From an optimization exercise on the open Yosys and OpenROAD flow, aimed at small area and a short achievable clock period; shortcuts taken in it are not production practice. In this exercise RTL edits were held to simulation tests only and were not proved equivalent to the original. No activity file was given, so power comes from the tool's default toggle rates.

### design/flow/design.v
package imem_pkg;
  localparam logic [0:0] ST_CLEAR = 1'b0;
  localparam logic [0:0] ST_RUN   = 1'b1;
  localparam logic [31:0] NOP_WORD_DEFAULT = 32'h0000_0000;
  function automatic logic [63:0] word_idx(input logic [63:0] pc);
    word_idx = pc >> 2;
  endfunction
  function automatic logic pc_fault(input logic [63:0] pc, input logic [63:0] depth);
    pc_fault = (pc[1:0] != 2'b00) || (word_idx(pc) >= depth);
  endfunction
endpackage
module imem_ram #(
  parameter int unsigned DATA_W = 32,
  parameter int unsigned DEPTH  = 128,
  parameter int unsigned IDX_W  = 7
) (
  input  logic              clk_i,
  input  logic              we_i,
  input  logic [IDX_W-1:0]  waddr_i,
  input  logic [DATA_W-1:0] wdata_i,
  input  logic              re_i,
  input  logic [IDX_W-1:0]  raddr_i,
  output logic [DATA_W-1:0] rdata_o
);
  logic [DATA_W-1:0] mem_q [DEPTH];
  logic [DATA_W-1:0] rdata_q;
  always_ff @(posedge clk_i) begin
    if (we_i) mem_q[waddr_i] <= wdata_i;
    if (re_i) rdata_q <= mem_q[raddr_i];
  end
  assign rdata_o = rdata_q;
endmodule
module imem_pipe #(
  parameter int unsigned       DATA_W   = 32,
  parameter int unsigned       ADDR_W   = 32,
  parameter int unsigned       DEPTH    = 128,
  parameter logic [DATA_W-1:0] NOP_WORD = DATA_W'(imem_pkg::NOP_WORD_DEFAULT)
) (
  input  logic              clk,
  input  logic              rst_n,
  input  logic              fetch_req,
  input  logic [ADDR_W-1:0] fetch_pc,
  output logic              fetch_ready,
  input  logic              stall,
  input  logic              flush,
  output logic              instr_valid,
  output logic [DATA_W-1:0] instr,
  output logic [ADDR_W-1:0] instr_pc,
  output logic              fault,
  input  logic              load_en,
  input  logic [ADDR_W-3:0] load_addr,
  input  logic [DATA_W-1:0] load_data,
  output logic              load_err,
  output logic              busy
);
  localparam int unsigned IDX_W = (DEPTH > 1) ? $clog2(DEPTH) : 1;
  logic [0:0]        state_q, state_d;
  logic [IDX_W-1:0]  clr_idx_q, clr_idx_d;
  logic              valid_q, valid_d;
  logic              fault_q, fault_d;
  logic              sel_ram_q, sel_ram_d;
  logic              load_err_q, load_err_d;
  logic [ADDR_W-1:0] pc_q, pc_d;
  logic              run, accept, fetch_bad, load_oob;
  logic              ram_we, ram_re;
  logic [IDX_W-1:0]  ram_waddr;
  logic [DATA_W-1:0] ram_wdata, ram_rdata;
  assign run       = (state_q == imem_pkg::ST_RUN);
  assign fetch_bad = imem_pkg::pc_fault(64'(fetch_pc), 64'(DEPTH));
  assign load_oob  = 64'(load_addr) >= 64'(DEPTH);
  assign fetch_ready = run & ~stall & ~flush & ~load_en;
  assign accept      = fetch_req & fetch_ready;
  assign ram_re      = accept & ~fetch_bad;
  always_comb begin
    ram_we    = 1'b0;
    ram_waddr = clr_idx_q;
    ram_wdata = NOP_WORD;
    if (!run) begin
      ram_we = 1'b1;
    end else if (load_en && !load_oob) begin
      ram_we    = 1'b1;
      ram_waddr = load_addr[IDX_W-1:0];
      ram_wdata = load_data;
    end
  end
  always_comb begin
    state_d    = state_q;
    clr_idx_d  = clr_idx_q;
    valid_d    = valid_q;
    fault_d    = fault_q;
    sel_ram_d  = sel_ram_q;
    pc_d       = pc_q;
    load_err_d = 1'b0;
    if (!run) begin
      clr_idx_d = clr_idx_q + 1'b1;
      if (clr_idx_q == IDX_W'(DEPTH - 1)) begin
        state_d   = imem_pkg::ST_RUN;
        clr_idx_d = '0;
      end
    end else begin
      load_err_d = load_en & load_oob;
      if (flush) begin
        valid_d   = 1'b0;
        fault_d   = 1'b0;
        sel_ram_d = 1'b0;
      end else if (stall) begin
        valid_d = valid_q;
      end else if (accept) begin
        valid_d   = 1'b1;
        pc_d      = fetch_pc;
        fault_d   = fetch_bad;
        sel_ram_d = ~fetch_bad;
      end else begin
        valid_d = 1'b0;
      end
    end
  end
  always_ff @(posedge clk) begin
    if (!rst_n) begin
      state_q    <= imem_pkg::ST_CLEAR;
      clr_idx_q  <= '0;
      valid_q    <= 1'b0;
      fault_q    <= 1'b0;
      sel_ram_q  <= 1'b0;
      load_err_q <= 1'b0;
      pc_q       <= '0;
    end else begin
      state_q    <= state_d;
      clr_idx_q  <= clr_idx_d;
      valid_q    <= valid_d;
      fault_q    <= fault_d;
      sel_ram_q  <= sel_ram_d;
      load_err_q <= load_err_d;
      pc_q       <= pc_d;
    end
  end
  imem_ram #(
    .DATA_W (DATA_W),
    .DEPTH  (DEPTH),
    .IDX_W  (IDX_W)
  ) u_ram (
    .clk_i   (clk),
    .we_i    (ram_we),
    .waddr_i (ram_waddr),
    .wdata_i (ram_wdata),
    .re_i    (ram_re),
    .raddr_i (fetch_pc[IDX_W+1:2]),
    .rdata_o (ram_rdata)
  );
  assign instr       = sel_ram_q ? ram_rdata : NOP_WORD;
  assign instr_valid = valid_q;
  assign instr_pc    = pc_q;
  assign fault       = fault_q;
  assign load_err    = load_err_q;
  assign busy        = ~run;
endmodule
### design/flow/run.sh
#!/bin/bash
# synth_recipe.tcl (not shown) runs the flow's synth.tcl, then flattens the netlist and writes it again
# the make line also repeats each setting of config.mk as NAME=value (left out here)
make -C /OpenROAD-flow-scripts/flow DESIGN_CONFIG=/design/flow/config.mk WORK_HOME=/design/flow/orfs CLKGATE_MAP_FILE= SYNTH_SCRIPT=/design/flow/synth_recipe.tcl finish
### design/flow/config.mk
export PLATFORM = sky130hd
export DESIGN_NAME = imem_pipe
export DESIGN_NICKNAME = imem_pipe
export VERILOG_FILES = /design/flow/design.v
export SDC_FILE = /design/flow/constraint.sdc
export NUM_CORES = 4
export LEC_CHECK = 0
export CAP_MARGIN = 20
export CORE_MARGIN = 2
export CORE_UTILIZATION = 40
export SLEW_MARGIN = 20
### design/flow/constraint.sdc
create_clock -name core_clock -period 3.8 [get_ports {clk}]
set_input_delay 0.7600 -clock core_clock [delete_from_list [all_inputs] [get_ports {clk}]]
set_output_delay 0.7600 -clock core_clock [all_outputs]
set_load 0.01 [all_outputs]
==> results of run 1 <==
## layout by cell type (no fill, tap or decap), drive strengths merged, types with 13 or more instances in the layout
cell,netlist,routed
nand2,266,266
bufinv,0,57
a221oi,25,25
clkinvlp,0,16
clkbuf,150,491
o22ai,84,84
a21boi,35,35
a211o,19,19
nor2,86,86
a22oi,124,124
clkinv,2,192
buf,293,1170
diode,0,27
a2111oi,17,17
nand2b,20,20
nor3,83,83
o21ai,57,57
edfxtp,4128,4128
a32oi,18,18
clkdlybuf4s50,0,160
a21oi,89,89
dfxtp,44,44
nand3,42,42
o211ai,13,13
a211oi,33,33
and2,76,76
nor2b,35,35
mux2i,447,447
mux4,871,871
inv,7,13
mux2,70,70
nor4,89,89
o221ai,65,65
a22o,24,24
## cells by family (layout without fill, tap and decap cells)
| family | after synthesis | count (layout) | synth area share |
|---|---|---|---|
| flops | 4172 | 4172 | 0.776 |
| mux | 1388 | 1388 | 0.155 |
| simple gates | 731 | 731 | 0.0232 |
| compound gates | 682 | 682 | 0.0309 |
| buf+inv | 452 | 2099 | 0.0155 |
| xor+xnor | 5 | 5 | 0.000272 |
| fa+ha+maj | 1 | 1 | 0.0000777 |
| other cells | 0 | 27 | 0 |
## power by group through the flow
stage,Sequential (mW),Clock (mW),Combinational [mW]
after CTS,49.9,41.9,3.68
final,49.9,41.5,3.71
after global placement,50.9,0,3.66
after global routing,49.9,43.6,3.79
after floorplan,50.9,0,1.72
after detailed placement,50.9,0,3.67
## cell type report
type	instances	area, sq um
inverters	9	48.8
fillers	31800	203000
clock buffers	491	10800
diodes	27	67.6
well taps	5265	6590
repair buffers	1330	16000
flip-flops and latches	4172	125000
multi-input cells	2807	35600
clock inverters	269	2920
## worst max-delay path, stage by stage, from the launching register on
cell and delay [ns]:
dfxtp_2 0.57, buf_4 0.33, and2_1 0.30, clkdlybuf4s50_1 0.59
## registers in the layout, indices dropped and copies added (netlist names)
name and flops:
pc_q 32, fault_q 1, load_err_q 1, sel_ram_q 1, clr_idx_q 7, state_q 1
u_ram.rdata_q 32, valid_q 1, u_ram.mem_q 4096
## metal layers
| metal | part of all wire | global-route usage |
|---|---|---|
| met4 | 0.044 | 0.0970 |
| met5 | 0.00016 | 0 |
| met3 | 0.090 | 0.0406 |
| met1 | 0.39 | 0.333 |
| met2 | 0.47 | 0.380 |
## how the worst max path moves through the flow
stage	endpoint	startpoint	slack, ns	depth (start not counted)
final	instr[14]	sel_ram_q$_SDFFE_PN0P_	0.26	3
after global routing	fetch_ready	state_q$_SDFF_PN0_	0.21	3
after CTS	fetch_ready	state_q$_SDFF_PN0_	0.04	3
after detailed placement	u_ram.rdata_q[1]$_DFFE_PP_	fetch_pc[2]	-0.38	10
after global placement	u_ram.rdata_q[1]$_DFFE_PP_	fetch_pc[2]	-0.73	10
after floorplan	u_ram.rdata_q[0]$_DFFE_PP_	load_en	-0.71	3
## per-stage QoR
stage               worst slack, ns  hold slack (ns)  utilization  instance area, sq um
finish                        0.258            0.382        0.492                197000
detailed placement           -0.379            0.463        0.458                183000
global route                  0.207            0.387        0.492                197000
global placement             -0.728            0.459        0.458                183000
CTS                          0.0438            0.328        0.492                197000
floorplan                    -0.708            0.488            -                162000
## what timing repair did
| item | CTS | global route |
|---|---|---|
| gates cloned | 0 | 0 |
| hold buffers | 0 | 0 |
| resized for setup | 1 | 1 |
| endpoints found under the setup margin | 2 | 1 |
==> results.cfg, run 1 <==
[outcome]
run_status = finished clean

[run]
cap_violations = 0

[placement]
routabilityCongestion = 0.947
place.port_buffers = 168
dp.cells = 13600
dp_hpwl_mm = 338

[floorplanning]
fp.dieH_microns = 638
die_w_microns = 638
coreArea_sq_um = 400000
die_area_sq_um = 408000
pin_count = 169
start_util = 0.402
rows = 232

[min_path]
min-delay-start = fetch_pc[16]
hold_class = in2reg
hold_depth = 3
whs_endpoint = pc_q[16]$_SDFFE_PN0P_

[sta]
final_hold_viol_count = 0
period_minus_slack_ns = 3.54
rsz0062_at_grt = no
slew-limit-headroom = 0.219
setup_viol = 0
finalCritPeriodShare = 0.932
tightestPinTransition_ns = 1.17
setup_tns_ns = 0
fin_worst_skew_ns = 0.0611
slew_violations = 0
fmax_mhz = 282

[cells_and_area]
area_growth_pct = 22.3
nNetsFinal = 8834
fin_cells = 14400
drive_gt1_frac = 0.322

[power_and_ir_drop]
p_seq_frac = 0.525
p_per_area_nw_per_um2 = 483
fin_total_pwr_mw = 95.1
p_leak_nw = 73.6
power_frac_clock = 0.436
cellInternalPower_mw = 75.4
p_sw_mw = 19.7
power_switching_share = 0.207
peakVddDrop_uv = 400
power_frac_comb = 0.039

[clocking]
cts_tree = yes
cts_setup_buffers = 0
numClockSinks = 4172
h-tree-depth = 5
clk_pin_slew_ns = 0.06
clk_latency_ns = 0.99
cts_buffers = 413
root_buffer = clkbuf_16
cts_buffer_depth = 4

[synthesis]
netlist_area_sq_um = 161000
synth.avg_cell_area_sq_um = 21.7
yosysTopAreaCell = edfxtp_1
yosysSeqAreaShare = 0.776
synth-edff-count = 4128
synth_most_common_cell = edfxtp_1
synth_commonest_cells = edfxtp_1, mux4_2, mux2i_1
async_flop_share = 0
postSynthCellCount = 7431
synth_area_leaders = edfxtp_1, mux4_2, mux2i_1
synth_ff_type = edfxtp_1
synth_cell_type_count = 73
synth_warnings = 2
synth_seq_cells = 4172
synth_top_area_frac = 0.770
synth_nets = 7532

[setup_path]
cp-end-kind = output port
r2r-end = u_ram.rdata_q[22]$_DFFE_PP_
cp.required_ns = 3.04
r2r_cells = 7
critPathKind = reg2out
cp-start-kind = register
ff2ff_setup_slack_ns = 0.83
reg2reg_from = u_ram.mem_q[70][22]$_DFFE_PP_
crit_path_max_fanout = 19
crit_arrival_ns = 2.78

[global_route]
grt_pass1_wl_mm = 684
antenna_found_initial = 47
grt_max_degree = 80
overflow = 0
grt_pass1_vias = 84000
track_usage = 0.240

[routing]
viasPerCell = 5.95
via_count = 85500
drt-pass1-iter-count = 8
wirelength_mm = 499
drtIter0Drc = 12100
drt-wirelength-per-cell_microns = 34.7
ant_nets = 0
drc = 0
==> run 2: changes to the inputs <==
==> design/flow/design.v (replaced) <==
package imem_pkg;
  localparam logic [31:0] NOP_WORD_DEFAULT = 32'h0000_0000;
endpackage
module imem_ram #(
  parameter int unsigned DATA_W = 32,
  parameter int unsigned DEPTH  = 128
) (
  input  logic              clk_i,
  input  logic [DEPTH-1:0]  we_i,      
  input  logic [DATA_W-1:0] wdata_i,
  input  logic              re_i,
  input  logic [DEPTH-1:0]  rsel_i,    
  output logic [DATA_W-1:0] rdata_o
);
  logic [DATA_W-1:0] mem_q [DEPTH];
  logic [DATA_W-1:0] rdata_d, rdata_q;
  for (genvar w = 0; w < DEPTH; w++) begin : g_word
    always_ff @(posedge clk_i) begin
      if (we_i[w]) mem_q[w] <= wdata_i;
    end
  end
  always_comb begin
    rdata_d = '0;
    for (int w = 0; w < DEPTH; w++) rdata_d |= {DATA_W{rsel_i[w]}} & mem_q[w];
  end
  always_ff @(posedge clk_i) begin
    if (re_i) rdata_q <= rdata_d;
  end
  assign rdata_o = rdata_q;
endmodule
module imem_pipe (
  input  logic        clk,
  input  logic        rst_n,
  input  logic        fetch_req,
  input  logic [31:0] fetch_pc,
  output logic        fetch_ready,
  input  logic        stall,
  input  logic        flush,
  output logic        instr_valid,
  output logic [31:0] instr,
  output logic [31:0] instr_pc,
  output logic        fault,
  input  logic        load_en,
  input  logic [29:0] load_addr,
  input  logic [31:0] load_data,
  output logic        load_err,
  output logic        busy
);
  localparam int unsigned DEPTH = 128;
  logic [7:0]   cnt_q;
  logic         valid_q, fault_q, load_err_q;
  logic [31:0]  pc_q;
  logic         run, accept, fetch_bad, load_oob, load_ok;
  logic [DEPTH-1:0] we, rsel;
  logic [31:0]  wdata;
  assign run       = cnt_q[7];
  assign fetch_bad = (fetch_pc[1:0] != 2'b00) || (fetch_pc[31:9] != '0);
  assign load_oob  = (load_addr[29:7] != '0);
  assign load_ok   = run & load_en & ~load_oob;
  assign fetch_ready = run & ~stall & ~flush & ~load_en;
  assign accept      = fetch_req & fetch_ready;
  always_comb begin
    for (int w = 0; w < DEPTH; w++) begin
      we[w]   = ~run | (load_ok & (load_addr[6:0] == 7'(w)));
      rsel[w] = ~fetch_bad & (fetch_pc[8:2] == 7'(w));
    end
  end
  assign wdata = run ? load_data : imem_pkg::NOP_WORD_DEFAULT;
  always_ff @(posedge clk) begin
    if (!rst_n) begin
      cnt_q      <= '0;
      valid_q    <= 1'b0;
      fault_q    <= 1'b0;
      load_err_q <= 1'b0;
    end else begin
      if (!run) cnt_q <= cnt_q + 8'd1;
      load_err_q <= run & load_en & load_oob;
      if (run) begin
        if (flush) begin
          valid_q <= 1'b0;
          fault_q <= 1'b0;
        end else if (!stall) begin
          valid_q <= accept;
          fault_q <= accept & fetch_bad;
        end
      end
    end
  end
  always_ff @(posedge clk) begin
    if (!stall) pc_q <= fetch_pc;
  end
  imem_ram #(
    .DATA_W (32),
    .DEPTH  (DEPTH)
  ) u_ram (
    .clk_i   (clk),
    .we_i    (we),
    .wdata_i (wdata),
    .re_i    (~stall),
    .rsel_i  (rsel),
    .rdata_o (instr)
  );
  assign instr_valid = valid_q;
  assign instr_pc    = pc_q;
  assign fault       = fault_q;
  assign load_err    = load_err_q;
  assign busy        = ~run;
endmodule
==> run 2 against run 1 <==
  * The layout now fails its checks (setup timing)
  * Hold slack worse by 0.11 ns
  * Cell count up 3.5%
  * Sequential cell count down 1
  * Via count up 9.2%
  * Clock power down 6.5%
  * Global-route usage up 1.7 points
  * Critical path type is now in2reg
==> results.cfg, run 2 <==
[placement]
dp_hpwl_mm = 328
routabilityCongestion = 0.969
place.port_buffers = 168
place_ws_ns = -1.18
postPlaceCellArea_sq_um = 174000

[power_and_ir_drop]
p_leak_nw = 71.1
peakVddDrop_uv = 489
p_per_area_nw_per_um2 = 481

[setup_path]
cp_cell_sequence = clkdlybuf4s50_1 -> buf_12 -> buf_4 -> nor3_1 -> nand4_1 -> or2_4 -> buf_4 -> a21oi_1 -> or4_1 -> nor4_4 -> buf_4 -> nand4_1
cp.required_ns = 4.47
critPathKind = in2reg
crit_top_cell = buf_4
max_stage_delay_ns = 0.80
crit_path_max_fanout = 23
cp_slowest_cell = or4_1
cp-end-kind = register
cp-start-kind = input port
crit_arrival_ns = 4.58

[floorplanning]
fp.dieH_microns = 623
die_w_microns = 623
start_util = 0.401
rows = 227
die_area_sq_um = 388000
pin_count = 169
coreArea_sq_um = 382000

[global_route]
track_usage = 0.257
antenna_found_initial = 28
grt_max_degree = 129
grt_pass1_vias = 88700
grt_pass1_wl_mm = 709
overflow = 0

[synthesis]
synth.avg_cell_area_sq_um = 18.3
synth_seq_cells = 4171
synth_warnings = 3
netlist_area_sq_um = 153000
synth_cell_type_count = 65
postSynthCellCount = 8347
synth_area_leaders = edfxtp_1, a22oi_1, a22o_1
synth-edff-count = 4160
synth_commonest_cells = edfxtp_1, a22oi_1, clkbuf_1
yosysTopAreaCell = edfxtp_1
synth_nets = 8448
yosysSeqAreaShare = 0.817
synth_most_common_cell = edfxtp_1
synth_top_area_frac = 0.816
async_flop_share = 0
synth_ff_type = edfxtp_1

[sta]
fmax_mhz = 256
period_minus_slack_ns = 3.91
finalCritPeriodShare = 1.03
rsz0062_at_grt = no
slew_violations = 0
fin_worst_skew_ns = 0.0564
layout_setup_ws_ns = -0.108
slew-limit-headroom = 0.0768
setup_viol = 3
tightestPinTransition_ns = 1.37
final_hold_viol_count = 0

[routing]
drtIter0Drc = 15400
drt-wirelength-per-cell_microns = 34.6
wirelength_mm = 514
ant_nets = 0
drc = 0
drt-pass1-iter-count = 7
via_count = 93300
viasPerCell = 6.27

[clocking]
cts_tree = yes
clk_pin_slew_ns = 0.06
cts_setup_buffers = 0
root_buffer = clkbuf_16
clk_latency_ns = 1.01
numClockSinks = 4171
h-tree-depth = 5
cts_buffers = 411
cts_buffer_depth = 4

[cells_and_area]
drive_gt1_frac = 0.211
largest_register_ffs = 4096
reg_top3 = u_ram.mem_q (4096), pc_q (32), u_ram.rdata_q (32)
layout_commonest_cell = edfxtp_1
layout_common_cells = edfxtp_1, a22oi_1, buf_4, clkbuf_16, buf_12
final_area_sq_um = 187000
area_growth_pct = 22.0
nFillCells = 31100
largest-register = u_ram.mem_q
nNetsFinal = 9595
postLayoutCoreUtil = 0.489

[outcome]
so.violations = setup timing
run_status = failed layout checks

[run]
cap_violations = 0

[min_path]
hold_class = in2reg
## run 2: cell types whose count changed after synthesis, sizes merged, moves of 77 or more
cell	before	now
a221o	11	121
a222oi	0	124
o21ai	57	174
nand2	266	189
clkbuf	150	500
mux4	871	1
a31oi	10	104
a221oi	25	103
a22oi	124	1046
buf	293	102
a22o	24	313
nand3	42	257
mux2i	447	65
## run 2: what timing repair did
action,in CTS,in global routing
setup endpoints to repair,5,7
gates resized for setup,5,8
hold buffers,0,0
## run 2: power by group
group	internal, mW	switching (mW)	total, mW	leakage (nW)
clock network	21.6	17.2	38.8	6.17
logic	0.416	0.816	1.23	13.6
registers	49.9	0.0463	49.9	51.3
## run 2: final timing paths
kind / startpoint / to / slack, ns / depth (start not counted)
min: fetch_pc[5] / pc_q[5]$_DFFE_PN_ / 0.27 / 3
min reg2reg: cnt_q[5]$_SDFFE_PN0N_ / cnt_q[5]$_SDFFE_PN0N_ / 0.52 / 2
max reg2reg: u_ram.mem_q[30][24]$_DFFE_PP_ / u_ram.rdata_q[24]$_DFFE_PN_ / 0.50 / 8
max: fetch_pc[8] / u_ram.rdata_q[5]$_DFFE_PN_ / -0.11 / 12
## run 2: metal layers
layer / up-vias / routed length [microns] / share of wire / track usage
met3: 816 / 58800 / 0.11 / 0.0575
li1: 37900 / - / - / -
met4: 10 / 21700 / 0.042 / 0.0962
met5: - / 60 / 0.00012 / 0
met1: 48500 / 201000 / 0.39 / 0.362
met2: 6079 / 232000 / 0.45 / 0.391
## run 2: cell type report
| cell class | count | area [sq um] | share of cell area |
|---|---|---|---|
| antenna | 10 | 25.0 | 0.000134 |
| inverter | 8 | 31.3 | 0.000167 |
| clock buffer | 510 | 10800 | 0.0576 |
| tap | 5038 | 6300 | 0.0338 |
| clock inverter | 231 | 1880 | 0.0101 |
| multi-input combinational | 3566 | 27700 | 0.148 |
| sequential | 4171 | 125000 | 0.670 |
| timing repair buffer | 1336 | 14900 | 0.0799 |
## run 2: cell families (layout without fill, tap and decap cells)
| group | count (synthesis) | count (layout) | synth area share |
|---|---|---|---|
| buf+inv | 610 | 2085 | 0.0154 |
| fa+ha+maj | 1 | 1 | 0.0000817 |
| mux | 102 | 102 | 0.00704 |
| simple gates | 952 | 952 | 0.0344 |
| other cells | 0 | 10 | 0 |
| compound gates | 2506 | 2506 | 0.125 |
| xor+xnor | 5 | 5 | 0.000286 |
| flops | 4171 | 4171 | 0.817 |
## run 2: metrics by stage
step / cells / setup TNS, ns / power [mW] / hold WS [ns]
3_3_place_gp: 14100 / -40.35 / 52.1 / 0.475
5_1_grt: 14900 / 0 / 92.0 / 0.261
4_1_cts: 14900 / 0 / 90.2 / 0.241
3_5_place_dp: 14100 / -25.92 / 52.1 / 0.511
2_1_floorplan: 8347 / -2408.09 / 51.3 / 0.464
6_report: 14900 / -0.194 / 89.9 / 0.273
## run 2: worst max-delay path: cells and delay by family
family	cells	cell delay (ns)
buffers and inverters	5	1.53
AOI/OAI and AO/OA	1	0.17
and+or+nand+nor	6	2.03

==> static timing again, ports no longer ideal <==
How much do the figures lean on ideal ports? The routed layouts below were timed once more, with nothing changed but the port constraints. Step 1 assumes that a clkbuf_16 drives the clock port and a buf_2 every other input. Step 2, shift: input delay + t, output delay - t, t = (earliest + latest rising clock arrival at the registers) / 2. This alone moves slack from input paths to output paths. Three values: ideal, step 1, step 2; two values: the first two.
run	shift t [ns]	slack for setup (ns)	worst hold slack (ns)	clock arrival spread, ns	cell pins on the clock port's net
run 1	1.060	0.258 / 0.159 / -0.525	0.382 / 0.307 / 0.469	0.061 / 0.061	1
run 2	1.082	-0.108 / -0.039 / -1.121	0.273 / 0.202 / 0.524	0.084 / 0.084	1
Met with ideal ports but missed after step 2: setup timing in run 1. For run 2, which loses most, drivers alone change the setup slack by +0.069 ns; drivers and shift together by -1.013 ns.
